From an optimization exercise on the open Yosys and OpenROAD flow, aimed at small area and few clock cycles per item; shortcuts taken in it are not production practice.
Function was checked by simulation only, so behaviour that the tests miss may differ from the original.
Power figures rest on the tool's default switching activity, not on a simulated workload.

File: flow/design.v
package tbs_pkg;
  localparam int CountMax = 65535;
  localparam logic [15:0] CntMax = 16'(CountMax);
  localparam logic [15:0] PosMax = 16'hFFFF;
  localparam logic [30:0] SumMax = 31'h7FFF_FFFF;
  localparam logic [14:0] LowestReset = 15'h7FFF;
  localparam logic [14:0] NormalLimitReset = 15'd464;
  localparam logic [14:0] WarningLimitReset = 15'd704;
  localparam logic [14:0] CriticalLimitReset = 15'd944;
  localparam logic [14:0] TripLevelReset = 15'd720;
  typedef enum logic [1:0] {
    CfgNormalLimit = 2'd0,
    CfgWarningLimit = 2'd1,
    CfgCriticalLimit = 2'd2,
    CfgTripLevel = 2'd3
  } cfg_idx_e;
  typedef enum logic {
    ActSample = 1'b0,
    ActClear = 1'b1
  } action_e;
  typedef struct packed {
    logic              action;
    logic signed [15:0] sample;
  } in_t;
  typedef struct packed {
    logic [14:0] min_seen;
    logic [14:0] max_seen;
    logic [30:0] total;
    logic [15:0] skipped_count;
    logic [15:0] normal_count;
    logic [15:0] warning_count;
    logic [15:0] critical_count;
    logic [15:0] shutdown_count;
    logic        trip_seen;
    logic [15:0] trip_index;
  } out_t;
  typedef struct packed {
    logic [14:0] normal_limit;
    logic [14:0] warning_limit;
    logic [14:0] critical_limit;
    logic [14:0] trip_level;
  } cfg_t;
  localparam out_t StatsReset = {
    LowestReset,   
    15'd0,         
    31'd0,         
    16'd0,         
    16'd0,         
    16'd0,         
    16'd0,         
    16'd0,         
    1'b0,          
    16'd0          
  };
endpackage
import tbs_pkg::*;
module tbs_cfg_regs (
  input  logic        clk_i,
  input  logic        rst_ni,
  input  logic        cfg_we_i,
  input  logic [1:0]  cfg_idx_i,
  input  logic [14:0] cfg_data_i,
  output tbs_pkg::cfg_t        cfg_o
);
  tbs_pkg::cfg_t cfg_d;
  tbs_pkg::cfg_t cfg_q;
  always_comb begin
    cfg_d = cfg_q;
    if (cfg_we_i) begin
      unique case (cfg_idx_i)
        CfgNormalLimit:   cfg_d.normal_limit = cfg_data_i;
        CfgWarningLimit:  cfg_d.warning_limit = cfg_data_i;
        CfgCriticalLimit: cfg_d.critical_limit = cfg_data_i;
        CfgTripLevel:     cfg_d.trip_level = cfg_data_i;
        default:          cfg_d = cfg_q;
      endcase
    end
  end
  always_ff @(posedge clk_i or negedge rst_ni) begin
    if (!rst_ni) begin
      cfg_q <= {NormalLimitReset, WarningLimitReset, CriticalLimitReset, TripLevelReset};
    end else begin
      cfg_q <= cfg_d;
    end
  end
  assign cfg_o = cfg_q;
endmodule
import tbs_pkg::*;
module tbs_stats (
  input  logic clk_i,
  input  logic rst_ni,
  input  logic accept_i,
  input  tbs_pkg::in_t  in_data_i,
  input  tbs_pkg::cfg_t cfg_i,
  output tbs_pkg::out_t res_o
);
  logic        fresh_q;
  logic [14:0] min_q, max_q;
  logic [14:0] total_lo_q;
  logic [15:0] total_hi_q;
  logic [15:0] skip_q, norm_q, warn_q, crit_q, shut_q;
  logic        trip_q;
  logic [15:0] pidx_q;
  logic        clr_a, skip_a, smp_a, wipe;
  logic [14:0] t;
  logic        in_normal, in_warning, in_critical, trip_hit;
  logic        lt_min, gt_max;
  function automatic logic le15(input logic [14:0] a, input logic [14:0] b);
    logic r;
    r = 1'b1;
    for (int i = 0; i < 15; i++) r = (!a[i] && b[i]) || (!a[i] && r) || (b[i] && r);
    le15 = r;
  endfunction
  function automatic logic [15:0] cnt_next(input logic [15:0] v, input logic en,
                                           input logic wp);
    logic g, c;
    g = en && !(&v);
    c = g;
    for (int i = 0; i < 16; i++) begin
      if (i == 8) c = g && (&v[7:0]);
      cnt_next[i] = (i == 0) ? (wp ? en : v[i] ^ c) : (!wp && (v[i] ^ c));
      c = c && v[i];
    end
  endfunction
  assign t      = in_data_i.sample[14:0];
  assign clr_a  = accept_i && in_data_i.action;
  assign skip_a = accept_i && !in_data_i.action && in_data_i.sample[15];
  assign smp_a  = accept_i && !in_data_i.action && !in_data_i.sample[15];
  assign wipe   = clr_a || fresh_q;
  assign in_normal   = le15(t, cfg_i.normal_limit);
  assign in_warning  = le15(t, cfg_i.warning_limit);
  assign in_critical = le15(t, cfg_i.critical_limit);
  assign trip_hit    = le15(cfg_i.trip_level, t);
  assign lt_min      = !le15(min_q, t);
  assign gt_max      = !le15(t, max_q);
  logic [14:0] addend, lo_sum;
  logic        lo_c, ovf;
  always_comb begin
    logic c, c0, c1;
    logic [14:8] s0, s1;
    addend = smp_a ? t : 15'd0;
    c = 1'b0;
    for (int i = 0; i < 8; i++) begin
      lo_sum[i] = total_lo_q[i] ^ addend[i] ^ c;
      c = (total_lo_q[i] && addend[i]) || (c && (total_lo_q[i] ^ addend[i]));
    end
    c0 = 1'b0;
    c1 = 1'b1;
    for (int i = 8; i < 15; i++) begin
      s0[i] = total_lo_q[i] ^ addend[i] ^ c0;
      c0 = (total_lo_q[i] && addend[i]) || (c0 && (total_lo_q[i] ^ addend[i]));
      s1[i] = total_lo_q[i] ^ addend[i] ^ c1;
      c1 = (total_lo_q[i] && addend[i]) || (c1 && (total_lo_q[i] ^ addend[i]));
    end
    lo_sum[14:8] = (s1 & {7{c}}) | (s0 & {7{!c}});
    lo_c = (c1 & c) | (c0 & !c);
  end
  assign ovf = lo_c && (&total_hi_q) && !fresh_q;
  logic [15:0] hi_next;
  always_comb begin
    logic g, c;
    g = lo_c && !(&total_hi_q);
    c = g;
    for (int i = 0; i < 16; i++) begin
      if (i == 4)  c = g && (&total_hi_q[3:0]);
      if (i == 8)  c = g && (&total_hi_q[7:0]);
      if (i == 12) c = g && (&total_hi_q[11:0]);
      hi_next[i] = (i == 0) ? (fresh_q ? 1'b0 : total_hi_q[i] ^ c)
                            : (!fresh_q && (total_hi_q[i] ^ c));
      c = c && total_hi_q[i];
    end
  end
  always_ff @(posedge clk_i or negedge rst_ni) begin
    if (!rst_ni) begin
      fresh_q    <= 1'b1;
      total_lo_q <= '0;
      trip_q     <= 1'b0;
    end else begin
      if (accept_i) fresh_q <= 1'b0;
      if (clr_a) begin
        total_lo_q <= '0;
        trip_q     <= 1'b0;
      end else begin
        total_lo_q <= lo_sum | {15{ovf}};
        trip_q     <= trip_q || (smp_a && trip_hit);
      end
    end
  end
  always_ff @(posedge clk_i) begin
    if (smp_a && (fresh_q || lt_min)) min_q <= t;
    else if (wipe)                    min_q <= LowestReset;
    if (smp_a && (fresh_q || gt_max)) max_q <= t;
    else if (wipe)                    max_q <= '0;
    total_hi_q <= clr_a ? '0 : hi_next;
    skip_q <= clr_a ? '0 : cnt_next(skip_q, skip_a, fresh_q);
    norm_q <= clr_a ? '0 : cnt_next(norm_q, smp_a && in_normal, fresh_q);
    warn_q <= clr_a ? '0 : cnt_next(warn_q, smp_a && !in_normal && in_warning, fresh_q);
    crit_q <= clr_a ? '0 : cnt_next(crit_q, smp_a && !in_normal && !in_warning && in_critical,
                                    fresh_q);
    shut_q <= clr_a ? '0 : cnt_next(shut_q, smp_a && !in_normal && !in_warning && !in_critical,
                                    fresh_q);
    pidx_q <= clr_a ? '0 : cnt_next(pidx_q, (skip_a || smp_a) && !trip_q &&
                                    !(smp_a && trip_hit), fresh_q);
  end
  assign res_o = {min_q, max_q, total_hi_q, total_lo_q,
                  skip_q, norm_q, warn_q, crit_q, shut_q, trip_q, pidx_q & {16{trip_q}}};
endmodule
import tbs_pkg::*;
module tbs_out_reg (
  input  logic clk_i,
  input  logic rst_ni,
  input  logic in_valid_i,
  output logic in_ready_o,
  output logic accept_o,
  output logic out_valid_o,
  input  logic out_ready_i
);
  logic out_valid_q;
  assign in_ready_o = !out_valid_q || out_ready_i;
  assign accept_o   = in_valid_i && in_ready_o;
  always_ff @(posedge clk_i or negedge rst_ni) begin
    if (!rst_ni) begin
      out_valid_q <= 1'b0;
    end else if (in_ready_o) begin
      out_valid_q <= in_valid_i;
    end
  end
  assign out_valid_o = out_valid_q;
endmodule
import tbs_pkg::*;
module temperature_band_statistics (
  input  logic         clk_i,
  input  logic         rst_ni,
  input  logic         in_valid_i,
  output logic         in_ready_o,
  input  logic [16:0]  in_data_i,
  output logic         out_valid_o,
  input  logic         out_ready_i,
  output logic [157:0] out_data_o,
  input  logic         cfg_we_i,
  input  logic [1:0]   cfg_idx_i,
  input  logic [14:0]  cfg_data_i
);
  tbs_pkg::cfg_t cfg;
  tbs_pkg::in_t  in_data;
  tbs_pkg::out_t res;
  logic accept;
  assign in_data    = in_data_i;
  assign out_data_o = res;
  tbs_cfg_regs u_cfg (
    .clk_i,
    .rst_ni,
    .cfg_we_i,
    .cfg_idx_i,
    .cfg_data_i,
    .cfg_o (cfg)
  );
  tbs_out_reg u_out (
    .clk_i,
    .rst_ni,
    .in_valid_i,
    .in_ready_o,
    .accept_o (accept),
    .out_valid_o,
    .out_ready_i
  );
  tbs_stats u_stats (
    .clk_i,
    .rst_ni,
    .accept_i  (accept),
    .in_data_i (in_data),
    .cfg_i     (cfg),
    .res_o     (res)
  );
endmodule
File: flow/flow/run.sh
#!/bin/bash
set -euo pipefail
HERE=$(pwd)
RES=$HERE/orfs/results/$FLOW_PLATFORM/temperature_band_statistics/base
YOSYS=${FLOW_HOME}/../tools/install/yosys/bin/yosys
[[ -x $YOSYS ]] || YOSYS=yosys

bash standard.sh synth > standard_synth.log 2>&1

cp $RES/1_2_yosys.v $HERE/synth_standard.v
LIB=${FLOW_HOME}/platforms/sky130hd/lib/sky130_fd_sc_hd__tt_025C_1v80.lib
sed -e "s|@LIB@|$LIB|g" -e "s|@IN@|$HERE/synth_standard.v|g" -e "s|@OUT@|$RES/1_2_yosys.v|g" \
    -e "s|@ABC@|$HERE/flow/area.abc|g" -e "s|@CONSTR@|$HERE/flow/abc.constr|g" \
    flow/remap.ys > remap_run.ys
$YOSYS -s remap_run.ys > remap.log 2>&1
rm -f $RES/1_synth.odb $RES/1_synth.sdc

export BUFFER_PORTS_ARGS="-buffer_cell sky130_fd_sc_hd__buf_1"
export CTS_ARGS="-sink_clustering_enable -repair_clock_nets -dont_use_dummy_load -buf_list sky130_fd_sc_hd__clkbuf_8 -sink_clustering_size 20 -sink_clustering_max_diameter 60"
bash standard.sh > standard_make.log 2>&1
File: flow/flow/abc.constr
set_driving_cell sky130_fd_sc_hd__buf_1
set_load 5
File: flow/flow/area.abc
strash
dc2
dch -f
amap
File: flow/flow/remap.ys
# Map the combinational logic of the standard synthesis again; registers stay as they are.
read_liberty -ignore_miss_func @LIB@
read_verilog @IN@
hierarchy -check -top temperature_band_statistics
blackbox sky130_fd_sc_hd__df* sky130_fd_sc_hd__edf* sky130_fd_sc_hd__sdf* sky130_fd_sc_hd__dl*
flatten
rename -hide w:*.*
opt_clean
opt -fast
abc -script @ABC@ -liberty @LIB@ -dont_use *lpflow* -dont_use *probe_p* -dont_use *probec_p* -constr @CONSTR@ -D 4000
setundef -zero
splitnets
opt_clean -purge
hilomap -singleton -hicell sky130_fd_sc_hd__conb_1 HI -locell sky130_fd_sc_hd__conb_1 LO
insbuf -buf sky130_fd_sc_hd__buf_4 A X
opt_clean -purge
rename -hide w:*$func$*
stat -liberty @LIB@
write_verilog -noattr -nohex -nodec @OUT@
File: flow/standard.sh
#!/bin/bash
# synth_recipe.tcl (not shown) runs the flow's synth.tcl, then flattens the netlist and writes it again
# the make line also repeats each setting of config.mk as NAME=value (left out here)
make -C /OpenROAD-flow-scripts/flow DESIGN_CONFIG=/design/flow/config.mk WORK_HOME=/design/flow/orfs CLKGATE_MAP_FILE= SYNTH_SCRIPT=/design/flow/synth_recipe.tcl "${@:-finish}"
File: flow/config.mk
export PLATFORM = sky130hd
export DESIGN_NAME = temperature_band_statistics
export DESIGN_NICKNAME = temperature_band_statistics
export VERILOG_FILES = /design/flow/design.v
export SDC_FILE = /design/flow/constraint.sdc
export NUM_CORES = 4
export LEC_CHECK = 0
export CAP_MARGIN = 20
export CORE_MARGIN = 2
export CORE_UTILIZATION = 40
export SLEW_MARGIN = 20
File: flow/constraint.sdc
create_clock -name core_clock -period 6.0 [get_ports {clk_i}]
set_input_delay 1.2000 -clock core_clock [delete_from_list [all_inputs] [get_ports {clk_i}]]
set_output_delay 1.2000 -clock core_clock [all_outputs]
set_load 0.01 [all_outputs]
==> results.ini, run 1 <==
[run_status]
outcome = timing/DRC/antenna clean

[timing]
slew_viol_final = 0
max_freq_mhz = 183
tns_ps = 0
timing.final.hold_violations = 0
post-route-period-util_pct = 91.2
tightest_slew_ps = 915
grt_setup_unrepaired = false
fin_skew_ps = 57.0
max-slew-margin-rel_pct = 38.8
period_minus_slack_ps = 5470
finalSetupViolCount = 0
layout_setup_ws_ps = 526

[floorplan]
die_h_um = 161
core_area_um2 = 24200
ios = 199
die_x_um = 161
num_rows = 57
dieArea_um2 = 25800
start_util_pct = 40.6

[cells_and_area]
nets = 1479
mostFrequentLayoutCells = nor2_1 (219), buf_1 (197), clkinv_1 (150)
drive_gt1_share_pct = 7.93
areaGrowthSynthToFinish_pct = 20.4
layout_commonest_cell = nor2_1
fin_area_um2 = 11800

[power]
p_leak_nw = 4.22
peakVddDrop_v = 0.000124
power_density_nw_per_um2 = 248
power.total_mw = 2.93

[route]
final_antenna_net_count = 0
drt_iter0_drc = 581
viasPerCell = 5.26
wl_per_cell_um = 15.4
drc_errors = 0
drt-total-wl_mm = 27.2
dr.pass1.iters = 6
vias = 9281

[setup_path]
worst-setup-path-type = in -> reg
worstPathArrival_ps = 5840
cp_common_cell = clkinv_1
slowest_delay_ps = 210
cp_max_fo = 4
end_kind = flop
required_ps = 6370
start_kind = input port
cp_slowest_cell = and3_1

[yosys]
syn_avg_cell_area_um2 = 8.48
netlist_instances = 1157
synth_nets = 1196
synthesis.area_um2 = 9810
yosys_warnings = 3

[cts]
holdBufCountCts = 0
cts.repair.resized = 0
cts.sinks = 220
cts_root_buffer = clkbuf_8
cts_tree = yes
cts_setup_buffers = 0
clk_pin_slew_worst_paths_ps = 110
clkLatencyLatePin_ps = 560
cts_buffer_depth = 3
cts_buffers = 23
h-tree-depth = 1

[global_route]
grt_overflow = 0
grt_pass1_vias = 8698
antenna_found_initial = 2
grt_max_degree = 57
grt_pass1_wl_mm = 44.2
track_usage_pct = 20.8

[placement]
gp_congestion = 0.863
io_buffers = 198
dp_hpwl_mm = 20.3
dpl_cell_area_um2 = 11400
place_ws_ps = -313

[min_path]
hp-class = reg -> reg

[job]
drv_cap = 0

metal layers:
metal	share of wire (%)	up-vias	wire length, µm	GRT usage (%)
met4	2.0	0	554	5.28
met3	5.5	45	1500	3.28
met1	48	4332	13000	29.8
met5	0	-	0	0
li1	-	4661	-	-
met2	45	243	12100	33.1
worst max-delay path, delay by kind of cell:
| family | cells | cell delay, ps |
|---|---|---|
| AND/OR/NAND/NOR | 15 | 1670 |
| buffers and inverters | 13 | 1340 |
| AO/OA/AOI/OAI | 11 | 1630 |
final cells by class:
type / instances / area, µm²
Tap cell: 324 / 405
Timing Repair Buffer: 259 / 1220
Inverter: 153 / 576
Clock buffer: 23 / 317
Fill cell: 2421 / 12400
Sequential cell: 220 / 5120
Multi-Input combinational cell: 783 / 4180
Antenna cell: 2 / 5.00
power breakdown:
group	switching (mW)	internal, mW
Combinational	0.257	0.156
Clock	0.487	0.342
Sequential	0.0750	1.62
sequential cells by signal, indices dropped and copies added (netlist names):
signal and count:
u_stats.norm_q 16, u_stats.crit_q 16, u_cfg.cfg_q 60, u_stats.trip_q 1, u_stats.total_lo_q 15, u_out.out_valid_q 1
u_stats.max_q 15, u_stats.shut_q 16, u_stats.fresh_q 1, u_stats.min_q 15, u_stats.pidx_q 16, u_stats.total_hi_q 16
u_stats.skip_q 16, u_stats.warn_q 16
path summary, 6_finish.rpt:
check | cells past startpoint | startpoint | end | slack, ps
max | 39 | out_ready_i | u_stats.total_hi_q[8] | 530
min | 1 | u_stats.crit_q[7] | u_stats.crit_q[7] | 490
max reg2reg | 38 | u_out.out_valid_q | u_stats.total_hi_q[8] | 910
min reg2reg | 1 | u_stats.crit_q[7] | u_stats.crit_q[7] | 490
max in group asynchronous | 2 | rst_ni | u_cfg.cfg_q[12] | 4340
min in group asynchronous | 1 | rst_ni | u_stats.total_lo_q[8] | 630
metrics by stage:
step           instances  hold WS (ps)  utilization, %
2_1_floorplan       1157           447               -
3_3_place_gp        1739           462            47.3
3_5_place_dp        1739           473            47.3
4_1_cts             1762           487            48.7
5_1_grt             1764           498            48.9
6_report            1764           485            48.9
Testbench counts, summed over its fixed seeds: cycles 32,008, items 32,000.
==> run 2, diff against run 1 <==
==> flow/flow/area.abc (replaced) <==
strash
&get -n
&dch -f
&nf -R 1000
&put
==> run 2 against run 1 <==
Against the previous run: area after synthesis grew 0.43%; critical endpoint is now u_stats.crit_q[7]; power shrank 0.33%; die area grew 0.42%.
==> results.ini, run 2 <==
[placement]
dpl_cell_area_um2 = 11100  ; was 11,400 µm²
io_buffers = 198  ; unchanged
place_ws_ps = 713  ; was -313 ps
gp_congestion = 0.802  ; was 0.863
dp_hpwl_mm = 18.6  ; was 20.3 mm

[floorplan]
start_util_pct = 40.6  ; about the same
dieArea_um2 = 25900  ; was 25,800 µm²
core_area_um2 = 24200  ; about the same
die_x_um = 161  ; about the same
ios = 199  ; unchanged
num_rows = 57  ; unchanged
die_h_um = 161  ; about the same

[route]
dr.pass1.iters = 4  ; was 6
drt-total-wl_mm = 25.5  ; was 27.2 mm
drc_errors = 0  ; unchanged
viasPerCell = 5.37  ; was 5.26
drt_iter0_drc = 415  ; was 581
wl_per_cell_um = 16.2  ; was 15.4 µm
final_antenna_net_count = 0  ; unchanged
vias = 8477  ; was 9,281

[timing]
timing.final.hold_violations = 0  ; unchanged
slew_viol_final = 0  ; unchanged
tns_ps = 0  ; unchanged
finalSetupViolCount = 0  ; unchanged
fin_worst_hold_slack_ps = 476  ; was 485 ps
layout_setup_ws_ps = 1240  ; was 526 ps
max-slew-margin-rel_pct = 28.1  ; was 38.8%
period_minus_slack_ps = 4760  ; was 5470 ps
max_freq_mhz = 210  ; was 183 MHz
post-route-period-util_pct = 79.3  ; was 91.2%
tightest_slew_ps = 1080  ; was 915 ps
fin_skew_ps = 53.1  ; was 57.0 ps
grt_setup_unrepaired = false  ; unchanged

[cts]
cts_root_buffer = clkbuf_8  ; unchanged
cts.sinks = 220  ; unchanged
cts_buffer_depth = 3  ; unchanged
holdBufCountCts = 0  ; unchanged
clkLatencyLatePin_ps = 550  ; was 560 ps
cts_tree = yes  ; unchanged
cts_buffers = 21  ; was 23
clk_pin_slew_worst_paths_ps = 90  ; was 110 ps
h-tree-depth = 1  ; unchanged
cts.repair.resized = 0  ; unchanged
cts_setup_buffers = 0  ; unchanged

[cells_and_area]
regMostFlops = u_cfg.cfg_q  ; unchanged
nets = 1293  ; was 1,479
largest_register_ffs = 60  ; unchanged
areaGrowthSynthToFinish_pct = 15.6  ; was 20.4%
final_core_util_pct = 47.0  ; was 48.9%
drive_gt1_share_pct = 4.15  ; was 7.93%
layout_commonest_cell = buf_1  ; was nor2_1
fin_area_um2 = 11400  ; was 11,800 µm²
fill_cells = 2393  ; was 2,421
mostFrequentLayoutCells = buf_1 (197), nor2_1 (126), dfxtp_1 (112)  ; was nor2_1 (219), buf_1 (197), clkinv_1 (150)

[global_route]
antenna_found_initial = 2  ; unchanged
track_usage_pct = 19.5  ; was 20.8%
grt_pass1_vias = 7926  ; was 8,698
grt_overflow = 0  ; unchanged
grt_pass1_wl_mm = 41.4  ; was 44.2 mm
grt_max_degree = 79  ; was 57

[power]
clkPwrFrac_pct = 27.3  ; was 28.3%
p_leak_nw = 4.13  ; was 4.22 nW
peakVddDrop_v = 0.000148  ; was 0.000124 V
swShare_pct = 27.6  ; was 27.9%
power_density_nw_per_um2 = 257  ; was 248 nW/µm²
power_switching_mw = 0.807  ; was 0.819 mW
seqPwrFrac_pct = 58.9  ; was 57.6%
combPwrFrac_pct = 13.8  ; was 14.1%
p_int_mw = 2.12  ; was 2.11 mW

[setup_path]
worst-setup-path-type = in -> reg  ; unchanged
required_ps = 6430  ; was 6370 ps
start_kind = input port  ; unchanged
worstPathArrival_ps = 5190  ; was 5840 ps
cp_max_fo = 13  ; was 4
end_kind = flop  ; unchanged

[yosys]
yosys_warnings = 3  ; unchanged
synthesis.area_um2 = 9850  ; was 9810 µm²
syn_avg_cell_area_um2 = 9.61  ; was 8.48 µm²
netlist_instances = 1025  ; was 1,157
synth_nets = 1064  ; was 1,196

[job]
drv_cap = 0  ; unchanged

[min_path]
hp-class = reg -> reg  ; unchanged

[run_status]
outcome = timing/DRC/antenna clean  ; unchanged

## run 2: cell count changes in the layout (fill, tap and decap cells not counted), moves of 19 or more
cell,delta
a21oi_1,+62
nor2_1,-93
buf_4,-51
nor3_1,-49
nand2b_1,+24
nand2_1,-37
clkinv_1,-116
mux2_1,+52
and2_0,+24
o22ai_1,-31
o21ai_0,+32
a211oi_1,-19
## run 2: final cells by class
type	count	area, µm²	area share [%]
diodes	2	5.00	0.0440
multi-input cells	770	4630	40.6
flip-flops and latches	220	5120	44.9
clock buffers	21	289	2.54
well taps	324	405	3.56
inverters	34	128	1.12
repair buffers	207	815	7.15
## run 2: metrics by stage
stage | instances | power, mW
after floorplan | 1025 | 2.00
after global placement | 1555 | 2.15
after detailed placement | 1555 | 2.16
after CTS | 1576 | 2.96
after global routing | 1577 | 3.08
final | 1578 | 2.92
## run 2: power by group through the flow
stage	sequential (mW)	combinational [mW]	clock, mW
2_1_floorplan	1.74	0.265	0
3_3_place_gp	1.75	0.400	0
3_5_place_dp	1.75	0.407	0
4_1_cts	1.72	0.408	0.833
5_1_grt	1.74	0.453	0.888
6_report	1.72	0.403	0.798
## run 2: per-layer routing
metal / track usage (%) / vias up / routed length (µm)
li1: - / 4237 / -
met2: 30.9 / 186 / 11200
met1: 27.4 / 4010 / 12300
met5: 0 / - / 0
met4: 5.44 / 0 / 535
met3: 3.46 / 44 / 1430
## run 2: worst paths after layout
kind	startpoint	endpoint	slack, ps	depth (start not counted)
worst max-delay path	in_data_i[7]	u_stats.crit_q[7]	1240	20
worst min-delay path	u_cfg.cfg_q[45]	u_cfg.cfg_q[45]	480	1
worst max register to register	u_out.out_valid_q	u_stats.total_hi_q[14]	1590	22
worst min register to register	u_cfg.cfg_q[45]	u_cfg.cfg_q[45]	480	1
max in group asynchronous	rst_ni	u_cfg.cfg_q[14]	4410	2
min in group asynchronous	rst_ni	u_stats.total_lo_q[5]	930	2
## run 2: worst max-delay path: stages
cell and delay (ps):
buf_1 200, clkinv_1 90, buf_4 190, a2bb2oi_1 170, a222oi_1 310, a221oi_1 80, a221oi_1 220, o21ai_0 120
a222oi_1 310, o21ai_0 200, nor2_1 160, clkinv_1 100, nor3_1 380, o21ai_0 220, nor2_1 150, and2_0 240
and3_1 260, and3_1 270, a21oi_1 90, a311oi_1 230
==> run 3, diff against run 2 <==
==> flow/flow/area.abc (replaced) <==
strash
dc2
&get -n
&dch -f
&nf -R 1000
&put
--- a/flow/config.mk
+++ b/flow/config.mk
@@ -8,4 +8,5 @@
 export CAP_MARGIN = 20
 export CORE_MARGIN = 2
 export CORE_UTILIZATION = 40
+export GPL_TIMING_DRIVEN = 0
 export SLEW_MARGIN = 20
==> run 3 against run 2 <==
Against the previous run: count of clock-buffer cells in the layout down 1; utilization rose by 0.89 points; synthesized cell count shrank 1.1%; critical endpoint is now u_stats.shut_q[7]; still clean; wire length up 3.2%.
==> results.ini, run 3 <==
[run_status]
outcome = timing/DRC/antenna clean  ; unchanged

[yosys]
netlist_instances = 1014  ; was 1,025
synth_nets = 1053  ; was 1,064
yosys_warnings = 3  ; unchanged
synthesis.area_um2 = 9650  ; was 9850 µm²
syn_avg_cell_area_um2 = 9.52  ; was 9.61 µm²

[route]
dr.pass1.iters = 5  ; was 4
viasPerCell = 5.46  ; was 5.37
drt_iter0_drc = 530  ; was 415
drt-total-wl_mm = 26.4  ; was 25.5 mm
drc_errors = 0  ; unchanged
wl_per_cell_um = 16.9  ; was 16.2 µm
vias = 8517  ; was 8,477
final_antenna_net_count = 0  ; unchanged

[global_route]
grt-busiest-layer = met2  ; unchanged
grt_max_degree = 38  ; was 79
track_usage_pct = 20.3  ; was 19.5%
grt_pass1_wl_mm = 42.4  ; was 41.4 mm
grt_overflow = 0  ; unchanged
gr-usage-met3_pct = 3.72  ; was 3.46%
met2_usage_pct = 33.5  ; was 30.9%
grt_pass1_vias = 8008  ; was 7,926
met1_usage_pct = 27.7  ; was 27.4%
antenna_found_initial = 0  ; was 2

[timing]
finalSetupViolCount = 0  ; unchanged
post-route-period-util_pct = 92.0  ; was 79.3%
fin_skew_ps = 98.6  ; was 53.1 ps
period_minus_slack_ps = 5520  ; was 4760 ps
slew_viol_final = 0  ; unchanged
max_freq_mhz = 181  ; was 210 MHz
fin_worst_hold_slack_ps = 473  ; was 476 ps
grt_setup_unrepaired = false  ; unchanged
tightest_slew_ps = 1080  ; about the same
timing.final.hold_violations = 0  ; unchanged
max-slew-margin-rel_pct = 28.0  ; was 28.1%

[floorplan]
start_util_pct = 40.9  ; was 40.6%
die_x_um = 159  ; was 161 µm
die_h_um = 159  ; was 161 µm
ios = 199  ; unchanged
dieArea_um2 = 25400  ; was 25,900 µm²
core_area_um2 = 23600  ; was 24,200 µm²
num_rows = 56  ; was 57

[power]
power_density_nw_per_um2 = 258  ; was 257 nW/µm²
power.total_mw = 2.92  ; about the same
peakVddDrop_v = 0.000140  ; was 0.000148 V
p_leak_nw = 4.13  ; about the same

[setup_path]
cp_max_fo = 6  ; was 13
slowest_delay_ps = 380  ; about the same
end_kind = flop  ; unchanged
crit_family = adder cells  ; was compound AO/OA/AOI/OAI gates
required_ps = 6460  ; was 6430 ps
cp_slowest_cell = maj3_1  ; was nor3_1
start_kind = input port  ; unchanged
critical_path_buf_inv_count = 4  ; unchanged
worstPathArrival_ps = 5980  ; was 5190 ps
worst-setup-path-type = in -> reg  ; unchanged
cp_common_cell = maj3_1  ; was o21ai_0

[cells_and_area]
drive_gt1_share_pct = 5.07  ; was 4.15%
mostFrequentLayoutCells = buf_1 (195), a21oi_1 (129), dfxtp_1 (112)  ; was buf_1 (197), nor2_1 (126), dfxtp_1 (112)
register_area_um2 = 5120  ; unchanged
num_antenna_cells = 0  ; was 2
multiInputGateArea_um2 = 4420  ; was 4630 µm²
fill_cells = 2381  ; was 2,393
fin_area_um2 = 11300  ; was 11,400 µm²
final_core_util_pct = 47.8  ; was 47.0%
layout_commonest_cell = buf_1  ; unchanged
largest_register_ffs = 60  ; unchanged
regMostFlops = u_cfg.cfg_q  ; unchanged
areaGrowthSynthToFinish_pct = 17.0  ; was 15.6%
nets = 1283  ; was 1,293

[cts]
cts_buffer_depth = 3  ; unchanged
cts_root_buffer = clkbuf_8  ; unchanged
cts_tree = yes  ; unchanged
cts_buffers = 20  ; was 21
clkLatencyLatePin_ps = 560  ; was 550 ps
h-tree-depth = 1  ; unchanged
clk_pin_slew_worst_paths_ps = 120  ; was 90 ps
cts.sinks = 220  ; unchanged

[placement]
dpl_cell_area_um2 = 11000  ; was 11,100 µm²
dp_hpwl_mm = 19.0  ; was 18.6 mm
gp_congestion = 0.814  ; was 0.802
io_buffers = 198  ; unchanged

[min_path]
hp-class = reg -> reg  ; unchanged

[job]
drv_cap = 0  ; unchanged

-- run 3: changes by cell type in the layout (fill, tap and decap cells not counted), sizes merged, moves of 5 or more --
cell and change:
a21oi +30, nor2 -18, o21ai +17, a22oi +11
clkinv +11, mux2 -11, nand2 -11, xnor2 -10
and3 +6, nand4 -6, o22ai +6, nor3 -5
o2bb2ai +5
-- run 3: final timing paths --
path | slack (ps) | endpoint | cells after the start | startpoint
max | 480 | u_stats.shut_q[7] | 27 | in_data_i[0]
min | 470 | u_cfg.cfg_q[7] | 2 | u_cfg.cfg_q[7]
max reg2reg | 920 | u_stats.total_hi_q[14] | 30 | u_out.out_valid_q
min reg2reg | 470 | u_cfg.cfg_q[7] | 2 | u_cfg.cfg_q[7]
max in group asynchronous | 4400 | u_stats.total_lo_q[13] | 3 | rst_ni
min in group asynchronous | 670 | u_cfg.cfg_q[5] | 1 | rst_ni
-- run 3: per-layer routing --
metal  vias up  wire length (µm)
li1       4193                 -
met1      4097             12200
met2       195             12200
met3        32              1470
met4         0               481
met5         -                 0
-- run 3: what timing repair did --
action	4_1_cts	5_1_grt
setup buffers	1	2
pin swaps	1	1
setup endpoints to repair	4	17
gates resized for setup	1	12
hold buffers	0	0
-- run 3: report_power, final --
group	switching (mW)	internal (mW)
Combinational	0.247	0.170
Clock	0.481	0.299
Sequential	0.0909	1.63
-- run 3: worst reg2reg max path: cells and delay by family, from the launching register on --
kind / cells / cell delay [ps]
simple gates: 22 / 3070
compound gates: 7 / 1270
flops: 1 / 420
buf+inv: 1 / 210
-- run 3: through the flow --
stage          setup slack, ps  TNS [ps]  instances
5_1_grt                   17.2         0       1561
6_report                   483         0       1561
4_1_cts                   98.4         0       1559
3_5_place_dp              -690     -7200       1538
2_1_floorplan             50.0         0       1014
3_3_place_gp             -2030   -115300       1531
-- run 3: layout make-up --
class                      count  share of cell area, %
sequential                   220                   45.3
timing repair buffer         208                   8.03
multi-input combinational    747                   39.1
clock buffer                  20                   2.44
buffer                         1                 0.0665
tap                          319                   3.53
inverter                      46                   1.55
==> run 4, diff against run 3 <==
--- a/flow/config.mk
+++ b/flow/config.mk
@@ -5,8 +5,7 @@
 export SDC_FILE = /design/flow/constraint.sdc
 export NUM_CORES = 4
 export LEC_CHECK = 0
-export CAP_MARGIN = 20
+export CAP_MARGIN = 5
 export CORE_MARGIN = 2
 export CORE_UTILIZATION = 40
-export GPL_TIMING_DRIVEN = 0
-export SLEW_MARGIN = 20
+export SLEW_MARGIN = 5
==> run 4 against run 3 <==
Against the previous run: still clean on timing, DRC and antenna; die area stayed put; power down 0.34%; wire length decreased by 0.12%; combinational power fell by 2%; clock skew fell by 42 ps; sequential share of layout area rose by 0.18 points; cell count is 0.64% higher; clock power is essentially flat; cell area down 0.40%; flip-flop and latch count is the same; critical path depth unchanged.
==> results.ini, run 4 <==
[floorplan]
die_h_um = 159  ; unchanged
die_x_um = 159  ; unchanged
start_util_pct = 40.9  ; unchanged
ios = 199  ; unchanged
core_area_um2 = 23600  ; unchanged
num_rows = 56  ; unchanged
dieArea_um2 = 25400  ; unchanged

[timing]
fin_skew_ps = 56.9  ; was 98.6 ps
post-route-period-util_pct = 90.6  ; was 92.0%
grt_setup_unrepaired = false  ; unchanged
max-slew-margin-rel_pct = 37.7  ; was 28.0%
finalSetupViolCount = 0  ; unchanged
tightest_slew_ps = 932  ; was 1080 ps
tns_ps = 0  ; unchanged
fin_worst_hold_slack_ps = 465  ; was 473 ps
slew_viol_final = 0  ; unchanged
timing.final.hold_violations = 0  ; unchanged
max_freq_mhz = 184  ; was 181 MHz
period_minus_slack_ps = 5440  ; was 5520 ps

[yosys]
synthesis.area_um2 = 9650  ; unchanged
synth_nets = 1053  ; unchanged
yosys_warnings = 3  ; unchanged
syn_avg_cell_area_um2 = 9.52  ; unchanged
netlist_instances = 1014  ; unchanged

[route]
drt-total-wl_mm = 26.3  ; was 26.4 mm
final_antenna_net_count = 0  ; unchanged
vias = 8471  ; was 8,517
wl_per_cell_um = 16.8  ; was 16.9 µm
drc_errors = 0  ; unchanged
dr.pass1.iters = 7  ; was 5
viasPerCell = 5.39  ; was 5.46
drt_iter0_drc = 522  ; was 530

[setup_path]
worst-setup-path-type = in -> reg  ; unchanged
required_ps = 6420  ; was 6460 ps
worstPathArrival_ps = 5860  ; was 5980 ps
cp_max_fo = 5  ; was 6
start_kind = input port  ; unchanged
end_kind = flop  ; unchanged

[cts]
clk_pin_slew_worst_paths_ps = 70  ; was 120 ps
holdBufCountCts = 0  ; unchanged
cts_root_buffer = clkbuf_8  ; unchanged
cts_buffers = 20  ; unchanged
cts_tree = yes  ; unchanged
cts_setup_buffers = 0  ; was 1
cts_buffer_depth = 3  ; unchanged
clkLatencyLatePin_ps = 550  ; was 560 ps
h-tree-depth = 1  ; unchanged
cts.sinks = 220  ; unchanged
cts.repair.resized = 0  ; was 1

[cells_and_area]
nets = 1293  ; was 1,283
regMostFlops = u_cfg.cfg_q  ; unchanged
drive_gt1_share_pct = 5.03  ; was 5.07%
areaGrowthSynthToFinish_pct = 16.6  ; was 17.0%
mostFrequentLayoutCells = buf_1 (197), a21oi_1 (129), dfxtp_1 (112)  ; was buf_1 (195), a21oi_1 (129), dfxtp_1 (112)
final_core_util_pct = 47.7  ; was 47.8%
largest_register_ffs = 60  ; unchanged
layout_commonest_cell = buf_1  ; unchanged
num_antenna_cells = 0  ; unchanged

[job]
drv_cap = 0  ; unchanged

[power]
p_leak_nw = 4.14  ; was 4.13 nW
power_density_nw_per_um2 = 258  ; about the same
peakVddDrop_v = 0.000123  ; was 0.000140 V

[global_route]
grt_pass1_wl_mm = 42.5  ; was 42.4 mm
track_usage_pct = 20.4  ; was 20.3%
grt_pass1_vias = 7968  ; was 8,008
antenna_found_initial = 1  ; was 0
grt_overflow = 0  ; unchanged
grt_max_degree = 61  ; was 38

[placement]
dp_hpwl_mm = 19.1  ; was 19.0 mm
gp_congestion = 0.801  ; was 0.814
io_buffers = 198  ; unchanged

[run_status]
outcome = timing/DRC/antenna clean  ; unchanged

[min_path]
hp-class = reg -> reg  ; unchanged

-- run 4: per-layer routing --
layer	track usage (%)	up-vias	part of all wire, %
met5	0	-	0
met4	5.17	0	2.2
met3	4.40	35	7.0
met2	33.2	247	45
met1	27.7	3988	46
li1	-	4201	-
-- run 4: path summary, 6_finish.rpt --
path	cells after the start	start	end	slack, ps
setup / recovery	27	in_data_i[0]	u_stats.shut_q[7]	560
hold / removal	2	u_cfg.cfg_q[4]	u_cfg.cfg_q[4]	470
setup reg to reg	25	u_cfg.cfg_q[30]	u_stats.shut_q[7]	1000
hold reg to reg	2	u_cfg.cfg_q[4]	u_cfg.cfg_q[4]	470
max in group asynchronous	2	rst_ni	u_stats.total_lo_q[13]	4330
min in group asynchronous	1	rst_ni	u_cfg.cfg_q[8]	540
-- run 4: stage by stage --
| step | total power, mW | instances | setup slack [ps] | area, µm² |
|---|---|---|---|---|
| 2_1_floorplan | 1.99 | 1014 | 50.0 | 9670 |
| 3_3_place_gp | 2.15 | 1551 | 176 | 11000 |
| 3_5_place_dp | 2.16 | 1551 | 72.3 | 11000 |
| 4_1_cts | 2.94 | 1571 | 570 | 11300 |
| 5_1_grt | 3.05 | 1571 | 118 | 11300 |
| 6_report | 2.91 | 1571 | 565 | 11300 |
-- run 4: area by class of cell --
class                           instances  area [µm²]
Fill cell                            2343       12400
Sequential cell                       220        5120
Multi-Input combinational cell        747        4380
Timing Repair Buffer                  219         905
Tap cell                              319         399
Clock buffer                           20         275
Inverter                               46         173
-- run 4: where the power goes --
group | switching, mW | internal, mW
sequential | 0.0900 | 1.63
clock | 0.482 | 0.300
combinational | 0.241 | 0.166
-- run 4: critical path, cell delays in order --
cell	delay, ps
buf_1	100
clkinv_1	80
o22ai_1	140
o21ai_0	100
maj3_1	380
maj3_1	360
maj3_1	370
maj3_1	370
a21oi_1	120
a221oi_1	70
a221oi_1	290
a221oi_1	100
nor3_1	210
o32ai_1	130
clkinv_1	70
nand2_1	50
nor2_1	260
o31ai_1	150
a21boi_0	150
clkinv_1	70
nand2_1	80
nor2_1	130
and3_1	200
and2_0	230
and3_1	230
o21ai_0	80
a21oi_1	140
==> run 5, diff against run 4 <==
--- a/flow/config.mk
+++ b/flow/config.mk
@@ -5,7 +5,7 @@
 export SDC_FILE = /design/flow/constraint.sdc
 export NUM_CORES = 4
 export LEC_CHECK = 0
-export CAP_MARGIN = 5
+export CAP_MARGIN = 10
 export CORE_MARGIN = 2
 export CORE_UTILIZATION = 40
-export SLEW_MARGIN = 5
+export SLEW_MARGIN = 10
==> run 5 against run 4 <==
Against the previous run: via count unchanged; flip-flop and latch count stayed put; non-clock buffer count unchanged; sequential share of layout area is the same; worst setup slack is the same; largest power group unchanged; wire length unchanged; synthesized cell count unchanged; clock skew is the same.
==> results.ini, run 5 <==
[run_status]
outcome = timing/DRC/antenna clean  ; unchanged

[cts]
cts.repair.resized = 0  ; unchanged
holdBufCountCts = 0  ; unchanged
clk_pin_slew_worst_paths_ps = 70  ; about the same
cts_tree = yes  ; unchanged
cts_buffers = 20  ; unchanged
cts.sinks = 220  ; unchanged
clkLatencyLatePin_ps = 550  ; about the same
cts_root_buffer = clkbuf_8  ; unchanged
cts_buffer_depth = 3  ; unchanged
cts_setup_buffers = 0  ; unchanged
h-tree-depth = 1  ; unchanged

[timing]
tightest_slew_ps = 932  ; unchanged
tns_ps = 0  ; unchanged
fin_skew_ps = 56.9  ; unchanged
period_minus_slack_ps = 5440  ; unchanged
slew_viol_final = 0  ; unchanged
finalSetupViolCount = 0  ; unchanged
max-slew-margin-rel_pct = 37.7  ; unchanged
post-route-period-util_pct = 90.6  ; unchanged
timing.final.hold_violations = 0  ; unchanged
layout_setup_ws_ps = 565  ; unchanged
max_freq_mhz = 184  ; unchanged
grt_setup_unrepaired = false  ; unchanged

[cells_and_area]
fill_cells = 2343  ; unchanged
layout_commonest_cell = buf_1  ; unchanged
regMostFlops = u_cfg.cfg_q  ; unchanged
largest_register_ffs = 60  ; unchanged
fin_area_um2 = 11300  ; unchanged
num_antenna_cells = 0  ; unchanged
final_core_util_pct = 47.7  ; unchanged
mostFrequentLayoutCells = buf_1 (197), a21oi_1 (129), dfxtp_1 (112)  ; unchanged
register_area_um2 = 5120  ; unchanged
drive_gt1_share_pct = 5.03  ; unchanged
multiInputGateArea_um2 = 4380  ; unchanged
areaGrowthSynthToFinish_pct = 16.6  ; unchanged
nets = 1293  ; unchanged

[route]
drc_errors = 0  ; unchanged
vias = 8471  ; unchanged
drt-total-wl_mm = 26.3  ; unchanged
final_antenna_net_count = 0  ; unchanged
dr.pass1.iters = 7  ; unchanged
drt_iter0_drc = 522  ; unchanged
wl_per_cell_um = 16.8  ; unchanged
viasPerCell = 5.39  ; unchanged

[placement]
gp_congestion = 0.801  ; unchanged
io_buffers = 198  ; unchanged
dp_hpwl_mm = 19.1  ; unchanged
place_ws_ps = 72.3  ; unchanged
dpl_cell_area_um2 = 11000  ; unchanged

[floorplan]
die_h_um = 159  ; unchanged
die_x_um = 159  ; unchanged
core_area_um2 = 23600  ; unchanged
ios = 199  ; unchanged
num_rows = 56  ; unchanged
start_util_pct = 40.9  ; unchanged
dieArea_um2 = 25400  ; unchanged

[setup_path]
critical_path_buf_inv_count = 4  ; unchanged
cp_common_cell = maj3_1  ; unchanged
required_ps = 6420  ; about the same
worstPathArrival_ps = 5860  ; about the same
cp_max_fo = 5  ; unchanged
start_kind = input port  ; unchanged
worst-setup-path-type = in -> reg  ; unchanged
end_kind = flop  ; unchanged
cp_slowest_cell = maj3_1  ; unchanged
slowest_delay_ps = 380  ; about the same
r2r_slack_ps = 1000  ; about the same
crit_family = adder cells  ; unchanged

[global_route]
grt_pass1_vias = 7968  ; unchanged
grt_overflow = 0  ; unchanged
track_usage_pct = 20.4  ; unchanged
grt_pass1_wl_mm = 42.5  ; unchanged
antenna_found_initial = 1  ; unchanged
grt_max_degree = 61  ; unchanged

[power]
power_switching_mw = 0.813  ; unchanged
power_density_nw_per_um2 = 258  ; unchanged
p_int_mw = 2.09  ; unchanged
peakVddDrop_v = 0.000123  ; unchanged
p_leak_nw = 4.14  ; unchanged
combPwrFrac_pct = 14.0  ; about the same
clkPwrFrac_pct = 26.9  ; about the same
swShare_pct = 28.0  ; unchanged
seqPwrFrac_pct = 59.1  ; about the same

[yosys]
netlist_instances = 1014  ; unchanged
syn_avg_cell_area_um2 = 9.52  ; unchanged
yosys_warnings = 3  ; unchanged
synth_nets = 1053  ; unchanged
synthesis.area_um2 = 9650  ; unchanged

[job]
drv_cap = 0  ; unchanged

[min_path]
hp-class = reg -> reg  ; unchanged

run 5: worst paths after layout:
check / from / endpoint / cells past startpoint
min reg2reg: u_cfg.cfg_q[4] / u_cfg.cfg_q[4] / 2
max: in_data_i[0] / u_stats.shut_q[7] / 27
min: u_cfg.cfg_q[4] / u_cfg.cfg_q[4] / 2
max in group asynchronous: rst_ni / u_stats.total_lo_q[13] / 2
max reg2reg: u_cfg.cfg_q[30] / u_stats.shut_q[7] / 25
min in group asynchronous: rst_ni / u_cfg.cfg_q[8] / 1
run 5: layout make-up:
cell class | instances | share of cell area, %
sequential | 220 | 45.5
multi-input combinational | 747 | 39.0
timing repair buffer | 219 | 8.04
tap | 319 | 3.55
clock buffer | 20 | 2.45
inverter | 46 | 1.53
run 5: worst min-delay path: stages, from the launching register on:
cell      delay (ps)
dfstp_2          380
clkinv_1          40
a21oi_1           50
run 5: per-layer routing:
layer	global-route usage, %	vias up	routed length, µm
li1	-	4201	-
met1	27.7	3988	12000
met2	33.2	247	11900
met3	4.40	35	1840
met4	5.17	0	578
met5	0	-	0
run 5: through the flow:
| step | instances | total power [mW] | hold WS, ps |
|---|---|---|---|
| finish | 1571 | 2.91 | 465 |
| global route | 1571 | 3.05 | 479 |
| CTS | 1571 | 2.94 | 470 |
| detailed placement | 1551 | 2.16 | 460 |
| global placement | 1551 | 2.15 | 451 |
| floorplan | 1014 | 1.99 | 440 |
run 5: power groups by stage:
stage	logic (mW)	registers, mW	clock network, mW
2_1_floorplan	0.252	1.74	0
3_3_place_gp	0.404	1.75	0
3_5_place_dp	0.409	1.75	0
4_1_cts	0.411	1.72	0.810
5_1_grt	0.458	1.74	0.859
6_report	0.407	1.72	0.781
==> run 6, diff against run 5 <==
--- a/flow/flow/run.sh
+++ b/flow/flow/run.sh
@@ -16,5 +16,5 @@
 rm -f $RES/1_synth.odb $RES/1_synth.sdc
 
 export BUFFER_PORTS_ARGS="-buffer_cell sky130_fd_sc_hd__buf_1"
-export CTS_ARGS="-sink_clustering_enable -repair_clock_nets -dont_use_dummy_load -buf_list sky130_fd_sc_hd__clkbuf_8 -sink_clustering_size 20 -sink_clustering_max_diameter 60"
+export CTS_ARGS="-sink_clustering_enable -repair_clock_nets -dont_use_dummy_load -buf_list {sky130_fd_sc_hd__clkbuf_8 sky130_fd_sc_hd__clkbuf_16} -sink_clustering_size 25 -sink_clustering_max_diameter 50"
 bash standard.sh > standard_make.log 2>&1
==> flow/flow/area.abc (replaced) <==
strash
&get -n
&dch -f
&nf -R 1000
&put
--- a/flow/config.mk
+++ b/flow/config.mk
@@ -5,7 +5,7 @@
 export SDC_FILE = /design/flow/constraint.sdc
 export NUM_CORES = 4
 export LEC_CHECK = 0
-export CAP_MARGIN = 10
+export CAP_MARGIN = 20
 export CORE_MARGIN = 2
 export CORE_UTILIZATION = 40
-export SLEW_MARGIN = 10
+export SLEW_MARGIN = 20
==> run 6 against run 5 <==
Against the previous run: wire length decreased by 2.9%; die area grew 2.0%; non-clock buffer count is 12 lower; utilization is 0.79 points higher; still clean on timing, DRC and antenna; clock skew decreased by 8.1 ps; sequential share of layout area fell by 1.9 points; largest power group unchanged; via count increased by 0.24%; worst setup slack better by 670 ps; critical path depth fell by 7; clock power up 68%; global-route usage down 0.73 points.
==> results.ini, run 6 <==
[run_status]
outcome = timing/DRC/antenna clean  ; unchanged

[global_route]
grt_pass1_wl_mm = 41.7  ; was 42.5 mm
grt_overflow = 0  ; unchanged
track_usage_pct = 19.6  ; was 20.4%
grt_max_degree = 79  ; was 61
grt_pass1_vias = 8005  ; was 7,968
antenna_found_initial = 2  ; was 1

[cells_and_area]
largest_register_ffs = 60  ; unchanged
layout_commonest_cell = buf_1  ; unchanged
regMostFlops = u_cfg.cfg_q  ; unchanged
areaGrowthSynthToFinish_pct = 19.2  ; was 16.6%
nets = 1298  ; was 1,293
mostFrequentLayoutCells = buf_1 (197), nor2_1 (126), dfxtp_1 (112)  ; was buf_1 (197), a21oi_1 (129), dfxtp_1 (112)
drive_gt1_share_pct = 4.53  ; was 5.03%

[route]
drt-total-wl_mm = 25.5  ; was 26.3 mm
viasPerCell = 5.36  ; was 5.39
dr.pass1.iters = 4  ; was 7
drc_errors = 0  ; unchanged
vias = 8491  ; was 8,471
final_antenna_net_count = 0  ; unchanged
drt_iter0_drc = 478  ; was 522
wl_per_cell_um = 16.1  ; was 16.8 µm

[yosys]
netlist_instances = 1025  ; was 1,014
synth_nets = 1064  ; was 1,053
yosys_warnings = 3  ; unchanged
synthesis.area_um2 = 9850  ; was 9650 µm²
syn_avg_cell_area_um2 = 9.61  ; was 9.52 µm²

[placement]
io_buffers = 198  ; unchanged
gp_congestion = 0.802  ; was 0.801
dp_hpwl_mm = 18.6  ; was 19.1 mm

[power]
p_leak_nw = 4.30  ; was 4.14 nW
peakVddDrop_v = 0.000188  ; was 0.000123 V
power_density_nw_per_um2 = 292  ; was 258 nW/µm²

[setup_path]
r2r_cells = 22  ; was 25
crit_chain = buf_1 > clkinv_1 > buf_4 > a2bb2oi_1 > a222oi_1 > a221oi_1 > a221oi_1 > o21ai_0 > a222oi_1 > o21ai_0 > nor2_1 > clkinv_1 > nor3_1 > o21ai_0 > nor2_1 > and2_0 > and3_1 > and3_1 > a21oi_1 > a311oi_1
slowest_delay_ps = 370  ; was 380 ps
worstPathArrival_ps = 5190  ; was 5860 ps
cp_common_cell = o21ai_0  ; was maj3_1
crit_family = compound AO/OA/AOI/OAI gates  ; was adder cells
cp_max_fo = 13  ; was 5
critPathCapture = u_stats.crit_q[7]  ; was u_stats.shut_q[7]
end_kind = flop  ; unchanged
required_ps = 6430  ; was 6420 ps
regToRegEndpoint = u_stats.total_hi_q[14]  ; was u_stats.shut_q[7]
r2r_slack_ps = 1600  ; was 1000 ps
worst-setup-path-type = in -> reg  ; unchanged
cp_slowest_cell = nor3_1  ; was maj3_1
critical_path_buf_inv_count = 4  ; unchanged
critPathLaunch = in_data_i[7]  ; was in_data_i[0]
worst-path-stages = 20  ; was 27
start_kind = input port  ; unchanged
r2r-start = u_out.out_valid_q  ; was u_cfg.cfg_q[30]

[floorplan]
start_util_pct = 40.6  ; was 40.9%
core_area_um2 = 24200  ; was 23,600 µm²
dieArea_um2 = 25900  ; was 25,400 µm²
ios = 199  ; unchanged
num_rows = 57  ; was 56
die_x_um = 161  ; was 159 µm
die_h_um = 161  ; was 159 µm

[cts]
cts.repair.resized = 0  ; unchanged
cts_root_buffer = clkbuf_16  ; was clkbuf_8
cts_tree = yes  ; unchanged
cts_setup_buffers = 0  ; unchanged
clk_pin_slew_worst_paths_ps = 60  ; was 70 ps
cts_buffers = 26  ; was 20
cts.sinks = 220  ; unchanged
h-tree-depth = 1  ; unchanged
cts_buffer_depth = 3  ; unchanged
clkLatencyLatePin_ps = 530  ; was 550 ps
holdBufCountCts = 0  ; unchanged

[timing]
fin_skew_ps = 48.8  ; was 56.9 ps
post-route-period-util_pct = 79.4  ; was 90.6%
finalSetupViolCount = 0  ; unchanged
max-slew-margin-rel_pct = 28.0  ; was 37.7%
period_minus_slack_ps = 4760  ; was 5440 ps
grt_setup_unrepaired = false  ; unchanged
tns_ps = 0  ; unchanged
fin_worst_hold_slack_ps = 474  ; was 465 ps
timing.final.hold_violations = 0  ; unchanged
slew_viol_final = 0  ; unchanged
max_freq_mhz = 210  ; was 184 MHz
tightest_slew_ps = 1080  ; was 932 ps

[min_path]
hp-class = reg -> reg  ; unchanged

[job]
drv_cap = 0  ; unchanged

==> run 6: how the worst min path moves through the flow <==
stage | from | endpoint | cells past startpoint
final | u_cfg.cfg_q[45] | u_cfg.cfg_q[45] | 1
after global routing | u_cfg.cfg_q[30] | u_cfg.cfg_q[30] | 1
after CTS | u_cfg.cfg_q[45] | u_cfg.cfg_q[45] | 1
after detailed placement | u_cfg.cfg_q[45] | u_cfg.cfg_q[45] | 1
after global placement | u_cfg.cfg_q[45] | u_cfg.cfg_q[45] | 1
after floorplan | u_cfg.cfg_q[45] | u_cfg.cfg_q[45] | 1
==> run 6: per-layer routing <==
layer	vias up	global-route usage (%)	share of wire, %
met2	183	30.8	44
met4	0	5.84	2.6
met1	4013	27.6	48
li1	4247	-	-
met3	48	3.87	5.3
met5	-	0	0
==> run 6: layout make-up <==
class | count | area [µm²]
inverter | 34 | 128
sequential | 220 | 5120
multi-input combinational | 770 | 4630
fill | 2346 | 12500
clock buffer | 26 | 651
tap | 324 | 405
antenna | 2 | 5.00
timing repair buffer | 207 | 815
==> run 6: per-stage QoR <==
stage               utilization (%)  setup WS [ps]  area [µm²]  total power, mW  std cells
global placement               45.7            812       11100             2.15       1555
CTS                            48.4           1230       11700             3.47       1581
finish                         48.4           1240       11700             3.43       1583
floorplan                         -            129        9860             2.00       1025
global route                   48.4            789       11700             3.61       1582
detailed placement             45.7            713       11100             2.16       1555
==> run 6: power by group <==
| part | switching (mW) | internal (mW) |
|---|---|---|
| clock network | 0.553 | 0.754 |
| logic | 0.230 | 0.173 |
| registers | 0.0930 | 1.63 |
==> run 7, diff against run 6 <==
--- a/flow/flow/run.sh
+++ b/flow/flow/run.sh
@@ -16,5 +16,5 @@
 rm -f $RES/1_synth.odb $RES/1_synth.sdc
 
 export BUFFER_PORTS_ARGS="-buffer_cell sky130_fd_sc_hd__buf_1"
-export CTS_ARGS="-sink_clustering_enable -repair_clock_nets -dont_use_dummy_load -buf_list {sky130_fd_sc_hd__clkbuf_8 sky130_fd_sc_hd__clkbuf_16} -sink_clustering_size 25 -sink_clustering_max_diameter 50"
+export CTS_ARGS="-sink_clustering_enable -repair_clock_nets -dont_use_dummy_load -buf_list sky130_fd_sc_hd__clkbuf_16 -sink_clustering_size 40 -sink_clustering_max_diameter 60"
 bash standard.sh > standard_make.log 2>&1
==> run 7 against run 6 <==
Against the previous run: utilization shrank 0.52 points; synthesized cell count unchanged; fmax decreased by 0.65%; critical path depth is the same; sequential power about the same; flip-flop and latch count did not move.
==> results.ini, run 7 <==
[run_status]
outcome = timing/DRC/antenna clean  ; unchanged

[global_route]
track_usage_pct = 19.5  ; was 19.6%
grt_overflow = 0  ; unchanged
antenna_found_initial = 2  ; unchanged
grt_max_degree = 79  ; unchanged
grt_pass1_vias = 7888  ; was 8,005
grt_pass1_wl_mm = 41.4  ; was 41.7 mm

[placement]
dpl_cell_area_um2 = 11100  ; unchanged
gp_congestion = 0.802  ; unchanged
dp_hpwl_mm = 18.6  ; unchanged
place_ws_ps = 713  ; unchanged
io_buffers = 198  ; unchanged

[cts]
cts_root_buffer = clkbuf_16  ; unchanged
cts_buffer_depth = 3  ; unchanged
holdBufCountCts = 0  ; unchanged
cts_tree = yes  ; unchanged
cts.repair.resized = 0  ; unchanged
cts_buffers = 21  ; was 26
cts_setup_buffers = 0  ; unchanged
clkLatencyLatePin_ps = 510  ; was 530 ps
clk_pin_slew_worst_paths_ps = 60  ; about the same
h-tree-depth = 1  ; unchanged
cts.sinks = 220  ; unchanged

[setup_path]
end_kind = flop  ; unchanged
worst-setup-path-type = in -> reg  ; unchanged
start_kind = input port  ; unchanged
cp_slowest_cell = nor3_1  ; unchanged
slowest_delay_ps = 370  ; about the same
cp_common_cell = o21ai_0  ; unchanged
worstPathArrival_ps = 5190  ; about the same
crit_chain = buf_1 > clkinv_1 > buf_4 > a2bb2oi_1 > a222oi_1 > a221oi_1 > a221oi_1 > o21ai_0 > a222oi_1 > o21ai_0 > nor2_1 > clkinv_1 > nor3_1 > o21ai_0 > nor2_1 > and2_0 > and3_1 > and3_1 > a21oi_1 > a311oi_1  ; unchanged
cp_max_fo = 13  ; unchanged
required_ps = 6390  ; was 6430 ps

[cells_and_area]
fin_area_um2 = 11600  ; was 11,700 µm²
nets = 1293  ; was 1,298
mostFrequentLayoutCells = buf_1 (197), nor2_1 (126), dfxtp_1 (112)  ; unchanged
fill_cells = 2375  ; was 2,346
areaGrowthSynthToFinish_pct = 18.0  ; was 19.2%
largest_register_ffs = 60  ; unchanged
regMostFlops = u_cfg.cfg_q  ; unchanged
layout_commonest_cell = buf_1  ; unchanged
drive_gt1_share_pct = 4.15  ; was 4.53%

[floorplan]
ios = 199  ; unchanged
dieArea_um2 = 25900  ; unchanged
num_rows = 57  ; unchanged
die_h_um = 161  ; unchanged
core_area_um2 = 24200  ; unchanged
start_util_pct = 40.6  ; unchanged
die_x_um = 161  ; unchanged

[timing]
layout_setup_ws_ps = 1210  ; was 1240 ps
period_minus_slack_ps = 4790  ; was 4760 ps
fin_skew_ps = 42.9  ; was 48.8 ps
fin_worst_hold_slack_ps = 477  ; was 474 ps
post-route-period-util_pct = 79.9  ; was 79.4%
tns_ps = 0  ; unchanged
timing.final.hold_violations = 0  ; unchanged
slew_viol_final = 0  ; unchanged
max-slew-margin-rel_pct = 27.3  ; was 28.0%
max_freq_mhz = 209  ; was 210 MHz
finalSetupViolCount = 0  ; unchanged
grt_setup_unrepaired = false  ; unchanged
tightest_slew_ps = 1090  ; was 1080 ps

[yosys]
synth_nets = 1064  ; unchanged
netlist_instances = 1025  ; unchanged
yosys_warnings = 3  ; unchanged
synthesis.area_um2 = 9850  ; unchanged
syn_avg_cell_area_um2 = 9.61  ; unchanged

[route]
wl_per_cell_um = 16.2  ; was 16.1 µm
vias = 8461  ; was 8,491
dr.pass1.iters = 5  ; was 4
drc_errors = 0  ; unchanged
drt_iter0_drc = 481  ; was 478
final_antenna_net_count = 0  ; unchanged
drt-total-wl_mm = 25.5  ; about the same
viasPerCell = 5.36  ; about the same

[job]
drv_cap = 0  ; unchanged

[min_path]
hp-class = reg -> reg  ; unchanged

[power]
peakVddDrop_v = 0.000188  ; about the same
p_leak_nw = 4.24  ; was 4.30 nW
power_density_nw_per_um2 = 281  ; was 292 nW/µm²

==> run 7: changes by cell type in the layout (fill, tap and decap cells not counted), sizes merged <==
cell    change
clkbuf      -5
==> run 7: final cells by class <==
class / count / area [µm²] / share of cell area [%]
multi-input combinational: 770 / 4630 / 39.8
clock buffer: 21 / 526 / 4.52
inverter: 34 / 128 / 1.10
tap: 324 / 405 / 3.49
timing repair buffer: 207 / 815 / 7.01
sequential: 220 / 5120 / 44.0
antenna: 2 / 5.00 / 0.0431
==> run 7: worst max-delay path, delay by kind of cell <==
family / cells / cell delay [ps]
AOI/OAI and AO/OA: 10 / 1970
buffers and inverters: 4 / 580
and+or+nand+nor: 6 / 1450
==> run 7: path summary, 6_finish.rpt <==
path | startpoint | end | slack [ps] | cells after the start
hold / removal | u_cfg.cfg_q[45] | u_cfg.cfg_q[45] | 480 | 1
hold reg to reg | u_cfg.cfg_q[45] | u_cfg.cfg_q[45] | 480 | 1
min in group asynchronous | rst_ni | u_stats.total_lo_q[10] | 990 | 2
max in group asynchronous | rst_ni | u_cfg.cfg_q[58] | 4390 | 2
setup reg to reg | u_out.out_valid_q | u_stats.total_hi_q[14] | 1610 | 22
setup / recovery | in_data_i[7] | u_stats.crit_q[7] | 1210 | 20
==> run 7: power breakdown <==
part           switching, mW  total, mW  internal (mW)
sequential            0.0931       1.72           1.63
clock                  0.520       1.14          0.616
combinational          0.231      0.404          0.173
total                  0.844       3.26           2.42
==> run 7: metal layers <==
layer	track usage [%]	share of wire, %	vias to the layer above
li1	-	-	4239
met1	27.6	48	4009
met2	30.7	45	178
met3	3.43	5.1	35
met4	5.19	1.9	0
met5	0	0	-
==> run 7: through the flow <==
| step | power, mW | std cells | utilization [%] |
|---|---|---|---|
| 2_1_floorplan | 2.00 | 1025 | - |
| 3_3_place_gp | 2.15 | 1555 | 45.7 |
| 3_5_place_dp | 2.16 | 1555 | 45.7 |
| 4_1_cts | 3.30 | 1576 | 47.9 |
| 5_1_grt | 3.43 | 1577 | 47.9 |
| 6_report | 3.26 | 1578 | 47.9 |
==> run 8, diff against run 7 <==
--- a/flow/flow/run.sh
+++ b/flow/flow/run.sh
@@ -16,5 +16,5 @@
 rm -f $RES/1_synth.odb $RES/1_synth.sdc
 
 export BUFFER_PORTS_ARGS="-buffer_cell sky130_fd_sc_hd__buf_1"
-export CTS_ARGS="-sink_clustering_enable -repair_clock_nets -dont_use_dummy_load -buf_list sky130_fd_sc_hd__clkbuf_16 -sink_clustering_size 40 -sink_clustering_max_diameter 60"
+export CTS_ARGS="-sink_clustering_enable -repair_clock_nets -dont_use_dummy_load -buf_list sky130_fd_sc_hd__clkbuf_8 -sink_clustering_size 30 -sink_clustering_max_diameter 40"
 bash standard.sh > standard_make.log 2>&1
==> flow/flow/area.abc (replaced) <==
strash
dc2
&get -n
&dch -f
&nf -R 1000
&put
==> run 8 against run 7 <==
Against the previous run: die area shrank 2.0%; cell area shrank 1.2%; cell count grew 0.63%; combinational power grew 1%; largest power group unchanged.
==> results.ini, run 8 <==
[run_status]
outcome = timing/DRC/antenna clean  ; unchanged

[yosys]
syn_avg_cell_area_um2 = 9.52  ; was 9.61 µm²
yosys_warnings = 3  ; unchanged
synth_nets = 1053  ; was 1,064
netlist_instances = 1014  ; was 1,025
synthesis.area_um2 = 9650  ; was 9850 µm²

[timing]
tns_ps = 0  ; unchanged
period_minus_slack_ps = 5400  ; was 4790 ps
timing.final.hold_violations = 0  ; unchanged
max-slew-margin-rel_pct = 37.4  ; was 27.3%
grt_setup_unrepaired = false  ; unchanged
finalSetupViolCount = 0  ; unchanged
max_freq_mhz = 185  ; was 209 MHz
tightest_slew_ps = 936  ; was 1090 ps
fin_skew_ps = 60.5  ; was 42.9 ps
post-route-period-util_pct = 90.0  ; was 79.9%
slew_viol_final = 0  ; unchanged

[floorplan]
die_x_um = 159  ; was 161 µm
die_h_um = 159  ; was 161 µm
start_util_pct = 40.9  ; was 40.6%
dieArea_um2 = 25400  ; was 25,900 µm²
ios = 199  ; unchanged
num_rows = 56  ; was 57
core_area_um2 = 23600  ; was 24,200 µm²

[setup_path]
r2r-start = u_cfg.cfg_q[30]  ; was u_out.out_valid_q
critPathCapture = u_stats.shut_q[7]  ; was u_stats.crit_q[7]
cp_max_fo = 5  ; was 13
cp_common_cell = maj3_1  ; was o21ai_0
worstPathArrival_ps = 5850  ; was 5190 ps
cp_slowest_cell = maj3_1  ; was nor3_1
required_ps = 6450  ; was 6390 ps
start_kind = input port  ; unchanged
r2r_cells = 25  ; was 22
r2r_slack_ps = 1070  ; was 1610 ps
end_kind = flop  ; unchanged
slowest_delay_ps = 380  ; was 370 ps
worst-setup-path-type = in -> reg  ; unchanged
critPathLaunch = in_data_i[0]  ; was in_data_i[7]
regToRegEndpoint = u_stats.shut_q[7]  ; was u_stats.total_hi_q[14]

[route]
drt_iter0_drc = 517  ; was 481
drc_errors = 0  ; unchanged
wl_per_cell_um = 16.8  ; was 16.2 µm
drt-total-wl_mm = 26.7  ; was 25.5 mm
viasPerCell = 5.40  ; was 5.36
final_antenna_net_count = 0  ; unchanged
dr.pass1.iters = 5  ; unchanged
vias = 8568  ; was 8,461

[cells_and_area]
mostFrequentLayoutCells = buf_1 (197), a21oi_1 (129), dfxtp_1 (112)  ; was buf_1 (197), nor2_1 (126), dfxtp_1 (112)
regMostFlops = u_cfg.cfg_q  ; unchanged
drive_gt1_share_pct = 6.30  ; was 4.15%
layout_commonest_cell = buf_1  ; unchanged
nets = 1310  ; was 1,293
largest_register_ffs = 60  ; unchanged
num_antenna_cells = 0  ; was 2
areaGrowthSynthToFinish_pct = 19.0  ; was 18.0%

[power]
power_density_nw_per_um2 = 280  ; was 281 nW/µm²
p_leak_nw = 4.26  ; was 4.24 nW
peakVddDrop_v = 0.000140  ; was 0.000188 V
power.total_mw = 3.21  ; was 3.26 mW

[global_route]
grt_pass1_vias = 8157  ; was 7,888
track_usage_pct = 20.8  ; was 19.5%
grt_overflow = 0  ; unchanged
grt_pass1_wl_mm = 43.1  ; was 41.4 mm
grt_max_degree = 61  ; was 79
antenna_found_initial = 1  ; was 2

[cts]
cts.repair.resized = 0  ; unchanged
cts_buffers = 37  ; was 21
cts.sinks = 220  ; unchanged
h-tree-depth = 2  ; was 1
cts_tree = yes  ; unchanged
cts_buffer_depth = 3  ; unchanged
holdBufCountCts = 0  ; unchanged
clkLatencyLatePin_ps = 530  ; was 510 ps
cts_root_buffer = clkbuf_8  ; was clkbuf_16
cts_setup_buffers = 0  ; unchanged
clk_pin_slew_worst_paths_ps = 60  ; about the same

[min_path]
hp-class = reg -> reg  ; unchanged

[placement]
io_buffers = 198  ; unchanged
gp_congestion = 0.801  ; was 0.802
dp_hpwl_mm = 19.1  ; was 18.6 mm

[job]
drv_cap = 0  ; unchanged

[run 8: changes by cell type in the layout (fill, tap and decap cells not counted), sizes merged, moves of 6 or more]
cell / before / now
a21oi: 99 / 129
a22oi: 6 / 17
and3: 43 / 49
buf: 206 / 218
clkbuf: 22 / 38
clkinv: 34 / 46
mux2: 52 / 41
nand2: 45 / 34
nand4: 26 / 20
nor2: 127 / 109
o21ai: 92 / 109
o22ai: 24 / 30
xnor2: 18 / 8
[run 8: how the worst min path moves through the flow]
stage | startpoint | endpoint | slack [ps] | depth (start not counted)
after CTS | u_cfg.cfg_q[4] | u_cfg.cfg_q[4] | 470 | 2
after global placement | u_cfg.cfg_q[4] | u_cfg.cfg_q[4] | 450 | 2
after detailed placement | u_cfg.cfg_q[4] | u_cfg.cfg_q[4] | 460 | 2
final | u_cfg.cfg_q[4] | u_cfg.cfg_q[4] | 460 | 2
after global routing | u_cfg.cfg_q[4] | u_cfg.cfg_q[4] | 480 | 2
after floorplan | u_cfg.cfg_q[4] | u_cfg.cfg_q[4] | 440 | 2
[run 8: stage by stage]
stage	utilization (%)	setup WS, ps	instances	area, µm²	hold slack, ps
after floorplan	-	50.0	1014	9670	440
after global placement	46.5	176	1551	11000	451
after detailed placement	46.5	72.3	1551	11000	460
after CTS	48.6	597	1588	11500	468
after global routing	48.6	104	1588	11500	479
final	48.6	599	1588	11500	463
[run 8: per-layer routing]
metal	wire length, µm	vias up	track usage, %
li1	-	4233	-
met1	11900	4019	27.5
met2	12100	262	33.5
met3	1920	54	5.42
met4	744	0	6.45
met5	0	-	0
[run 8: layout make-up]
type                    count  area [µm²]
well taps                 319         399
clock buffers              37         509
repair buffers            219         905
multi-input cells         747        4380
inverters                  46         173
fillers                  2321       12100
flip-flops and latches    220        5120
[run 8: power breakdown]
part	switching [mW]	leakage [nW]	internal, mW
Sequential	0.0907	2.06	1.63
Combinational	0.242	1.93	0.166
Clock	0.539	0.266	0.544
[run 8: worst max-delay path: cells and delay by family]
kind | cells | cell delay, ps
simple gates | 8 | 1390
fa+ha+maj | 4 | 1480
buf+inv | 4 | 320
compound gates | 11 | 1450

Re-timed with assumed drivers on the ports (clkbuf_16 on the clock, buf_2 on other inputs), run 8 has 0.620 ns of setup slack against 0.599 ns with ideal ports, and 0.076 ns once port delays also move by the mid clock arrival of 0.544 ns.
